Context: an optimization exercise on an open-source flow, tuned for small area and a short achievable clock period. The choices shown serve that exercise and are no tape-out recipe.
The RTL was checked by simulation tests, not by an equivalence proof against the original design.
Power is estimated from default activity; no workload was simulated.

== exp/harbor ==
==> flow/design.v (excerpt) <==
module alu_top (
  input  wire        clk,
  input  wire        rst,
  input  wire        en,
  input  wire [70:0] req,
  output wire [15:0] res,
  output wire [3:0]  flags,
  output wire        done
);
For scale: about 21 flip-flops, about 10000 µm² of cells after synthesis.
export LEC_CHECK = 0
export ABC_AREA = 1
export CAP_MARGIN = 20
export CORE_MARGIN = 2
export CORE_UTILIZATION = 40
export SETUP_SLACK_MARGIN = 4
export SLEW_MARGIN = 20
create_clock -name core_clock -period 11.5 [get_ports {clk}]
standard.sh (not shown) runs the stock make flow with config.mk's settings and CLKGATE_MAP_FILE= SYNTH_SCRIPT=/design/flow/synth_recipe.tcl, a recipe that flattens the netlist after the stock synthesis.
==> flow/flow/run.sh <==
#!/bin/bash
# The standard layout, with synthesis left to ABC alone: no full-adder
# extraction, so ABC sees (and times) the adder and multiplier logic whole.
set -euo pipefail
bash standard.sh ADDER_MAP_FILE= finish > standard.log 2>&1
> inputs changed (exp/harbor -> exp/zinc)
Settings: CORE_UTILIZATION changed from 40 to 70; SETUP_SLACK_MARGIN changed from 4 to 5; PLACE_DENSITY newly set to 0.9.
==> flow/flow/run.sh <==
#!/bin/bash
# The standard layout with two changes: synthesis without full-adder
# extraction (ABC then sees and times the adder and multiplier logic whole),
# and the port buffers made from buf_1 rather than the delay cell
# buffer_ports picks by default.
set -euo pipefail
bash standard.sh ADDER_MAP_FILE= "BUFFER_PORTS_ARGS=-buffer_cell sky130_fd_sc_hd__buf_1" finish > standard.log 2>&1
### Flow results
exp/zinc completed; timing, DRC and antenna clean
Of exp/zinc and exp/harbor, the run reporting the higher combined area of the multi-input logic cells was exp/zinc.
In the tables for exp/zinc and exp/harbor, number of buffers other than clock buffers in the final layout reads higher with exp/zinc.
exp/zinc ended with less design area than exp/harbor.
exp/zinc against exp/harbor: data required time at the worst endpoint saw little to no change, total standard cell area after synthesis saw little to no change.
Lower power among exp/zinc and exp/harbor: exp/harbor
[exp/zinc vs exp/harbor] final critical-path required period: lower in exp/zinc
Compared with exp/harbor, placement density in the core of exp/zinc is higher.
req[6] as the start point of the critical path was reported by exp/harbor, and req[1] by exp/zinc.
Total via count after detailed routing (exp/harbor / exp/zinc): 0.923
Relative to exp/zinc, the following input files were edited for exp/yarrow:
Settings: CORE_UTILIZATION changed from 70 to 60; PLACE_DENSITY changed from 0.9 to 0.75.
==> flow/flow/run.sh <==
#!/bin/bash
# The standard layout with two changes: synthesis without full-adder
# extraction (ABC then sees and times the adder and multiplier logic whole),
# and the port buffers made from buf_1 rather than the delay cell
# buffer_ports picks by default; after global routing, cells on the 80% least critical paths are downsized (RECOVER_POWER).
set -euo pipefail
bash standard.sh ADDER_MAP_FILE= "BUFFER_PORTS_ARGS=-buffer_cell sky130_fd_sc_hd__buf_1" RECOVER_POWER=80 finish > standard.log 2>&1
### Flow results
exp/yarrow finished all stages; layout check result: FAIL, due to max-capacitance violations, max-slew violations.
On area used by multi-input combinational logic, exp/yarrow tracks exp/zinc almost exactly.
[exp/yarrow] largest voltage drop on the vdd net fell 0.25 mV relative to exp/zinc
Compared with exp/zinc, exp/yarrow shows a detailed placement HPWL that is about 2.1% higher.
As far as sequential cell area in the final layout goes, exp/zinc and exp/yarrow are indistinguishable; the numbers are identical.
Vias: exp/yarrow fewer than exp/zinc
exp/zinc → exp/yarrow: total cell area at the placement stage moved up; part of the total power dissipated in combinational logic moved down; fraction of standard cell area in multi-input logic level; maximum achievable frequency moved down; final cell count moved up.
Looking at design area, exp/yarrow sits 44 µm² below exp/zinc.
Here is what was changed in the inputs of exp/cedar compared with exp/yarrow.
Settings: a change of CORE_UTILIZATION from 60 to 40; a deleted PLACE_DENSITY that had been 0.75.
==> flow/flow/run.sh <==
#!/bin/bash
# The standard layout with two changes: synthesis without full-adder
# extraction (ABC then sees and times the adder and multiplier logic whole),
# and the port buffers made from buf_2 rather than the delay cell
# buffer_ports picks by default; timing repair aims at 5.4 ns of setup slack.
set -euo pipefail
bash standard.sh ADDER_MAP_FILE= "BUFFER_PORTS_ARGS=-buffer_cell sky130_fd_sc_hd__buf_2" SETUP_SLACK_MARGIN=5.4 finish > standard.log 2>&1
### Flow results
exp/cedar has completed all stages; timing, DRC and antenna checks passed. Per the comparison of exp/cedar with exp/yarrow, layout overhead on the synthesized area now larger; layout buffer count excluding clock buffers rose by about 40%; total detailed-routing wirelength rose 8.4%; fill cell instance count of the final layout rose by 1078. Summary: with exp/yarrow as the reference, routed metal-1 wirelength in exp/cedar moved up by more than 10%. Of the two values seen for slowest cell on the critical path, sky130_fd_sc_hd__nor2_4 was produced by exp/cedar and sky130_fd_sc_hd__clkbuf_1 by exp/yarrow. In exp/cedar the total via count in the routed design turned out 92 higher than in exp/yarrow. Side by side, first-pass GRT wire length turned out higher in exp/cedar than in exp/yarrow.


build 15:
alu_top again, from the RTL that the note above started with.
Settings: LEC_CHECK=0, ABC_AREA=1, CAP_MARGIN=20, CORE_MARGIN=2, CORE_UTILIZATION=60, PLACE_DENSITY=0.75, SETUP_SLACK_MARGIN=5, SLEW_MARGIN=20; clock period 11.5 ns.
==> flow/flow/run.sh <==
#!/bin/bash
# The standard layout with two changes: synthesis without full-adder
# extraction (ABC then sees and times the adder and multiplier logic whole),
# and the port buffers made from buf_1 rather than the delay cell
# buffer_ports picks by default; after global routing, cells on the 30% least critical paths are downsized (RECOVER_POWER).
set -euo pipefail
bash standard.sh ADDER_MAP_FILE= "BUFFER_PORTS_ARGS=-buffer_cell sky130_fd_sc_hd__buf_1" RECOVER_POWER=30 finish > standard.log 2>&1
#### Input delta (build 57 over build 15)
Settings: CORE_UTILIZATION changed from 60 to 55; PLACE_DENSITY changed from 0.75 to 0.8.
==> flow/flow/run.sh <==
#!/bin/bash
# The standard layout with two changes: synthesis without full-adder
# extraction (ABC then sees and times the adder and multiplier logic whole),
# and the port buffers made from buf_1 rather than the delay cell
# buffer_ports picks by default.
set -euo pipefail
bash standard.sh ADDER_MAP_FILE= "BUFFER_PORTS_ARGS=-buffer_cell sky130_fd_sc_hd__buf_1" finish > standard.log 2>&1
### Flow results
- Build 57 did not stop at any stage, and its layout met the timing, design-rule and antenna checks.
- Count of inverters other than clock inverters in the layout is lower on build 15
- The maximum frequency of build 57 was inferior to that of build 15.
- Taking build 15 as the reference, in build 57 height of the die grew by 5.9 um, critical path depth increased by 8 relative to the old numbers.
- On switching part of the total power: between build 57 and build 15, it ends up lower for build 15.
- Compared with build 15, build 57 shows power that has gone up by a few percent.
- Of build 57 and build 15, the run reporting the higher final non-filler cell area was build 57.
- | last weighted congestion value of the routability-driven placer | build 15 vs build 57 | ≈ equal |
- Delta (build 57 minus build 15): detailed-route wire length on metal 1 saw an increase; clock tree cell share of total cell area saw little to no change.
- Fraction of area in registers delta (build 15 -> build 57): insignificant
--- input diff build 57..build 38 ---
Settings: PLACE_DENSITY now 0.75, was 0.8; CORE_UTILIZATION now 60, was 55.
## What came out
- Comparing the two runs side by side, build 38 comes out ahead of build 57 on die area.
- Compared with build 57, build 38 shows final cell count that has gone down slightly.
- Route | build 38 vs build 57 | wire longer in build 38
- Looking at hold slack, build 38 sits 24 ps higher than build 57 does.
- When build 38 is measured against build 57, its design area turns out about 0.7% lower.
#### Input delta (build 87 over build 38)
==> flow/flow/run.sh <==
#!/bin/bash
# The standard layout with two changes: synthesis without full-adder
# extraction (ABC then sees and times the adder and multiplier logic whole),
# and the port buffers made from buf_1 rather than the delay cell
# buffer_ports picks by default; timing repair aims at 5.25 ns of setup slack.
set -euo pipefail
bash standard.sh ADDER_MAP_FILE= "BUFFER_PORTS_ARGS=-buffer_cell sky130_fd_sc_hd__buf_1" SETUP_SLACK_MARGIN=5.25 finish > standard.log 2>&1
Results
NOTE total number of nets in the final design build 38->build 87 increased slightly
Vias after detailed routing on build 87 is up relative to build 38.
The final reports for build 87 and build 38 show power dissipated in the clock network lower in the former.
Delta (build 87 minus build 38): worst hold slack comparable; die outline width comparable; number of maximum-capacitance constraint violations now sits at about the same level.
Non-clock buffer count for build 87: 14 up relative to build 38
Build 87 and build 38 ended up with nearly the same area fraction of clock buffers and clock inverters.
Build 87 vs build 38 on routed wire length: build 87 is the higher one.

[port drivers added, routing unchanged]
Ports are ideal in the flow. The routed layouts listed here were re-timed in OpenROAD.
Step 1 sets driving cells, clkbuf_16 on the clock port and buf_2 on the other inputs (assumed; they add their load-dependent delay and slew).
Step 2, shift: input delay + t, output delay - t, t = (earliest + latest rising clock arrival at the registers) / 2. This alone moves slack from input paths to output paths.
a / b / c = no drivers / after step 1 / after step 2; a / b = the first two.
run	t, ns	setup slack, ns	pins driven straight from the clock port
exp/harbor	0.282	4.496 / 4.496 / 4.214	1
exp/zinc	0.280	5.245 / 5.252 / 4.973	1
exp/yarrow	0.282	2.985 / 2.981 / 2.699	1
exp/cedar	0.279	5.664 / 5.591 / 5.313	1
build 15	0.282	5.392 / 5.373 / 5.090	1
build 57	0.281	5.354 / 5.334 / 5.053	1
build 38	0.282	5.394 / 5.375 / 5.093	1
build 87	0.281	5.533 / 5.537 / 5.256	1
The setup slack of exp/cedar, which loses most, moves by -0.073 ns with the drivers and by -0.351 ns with both steps.
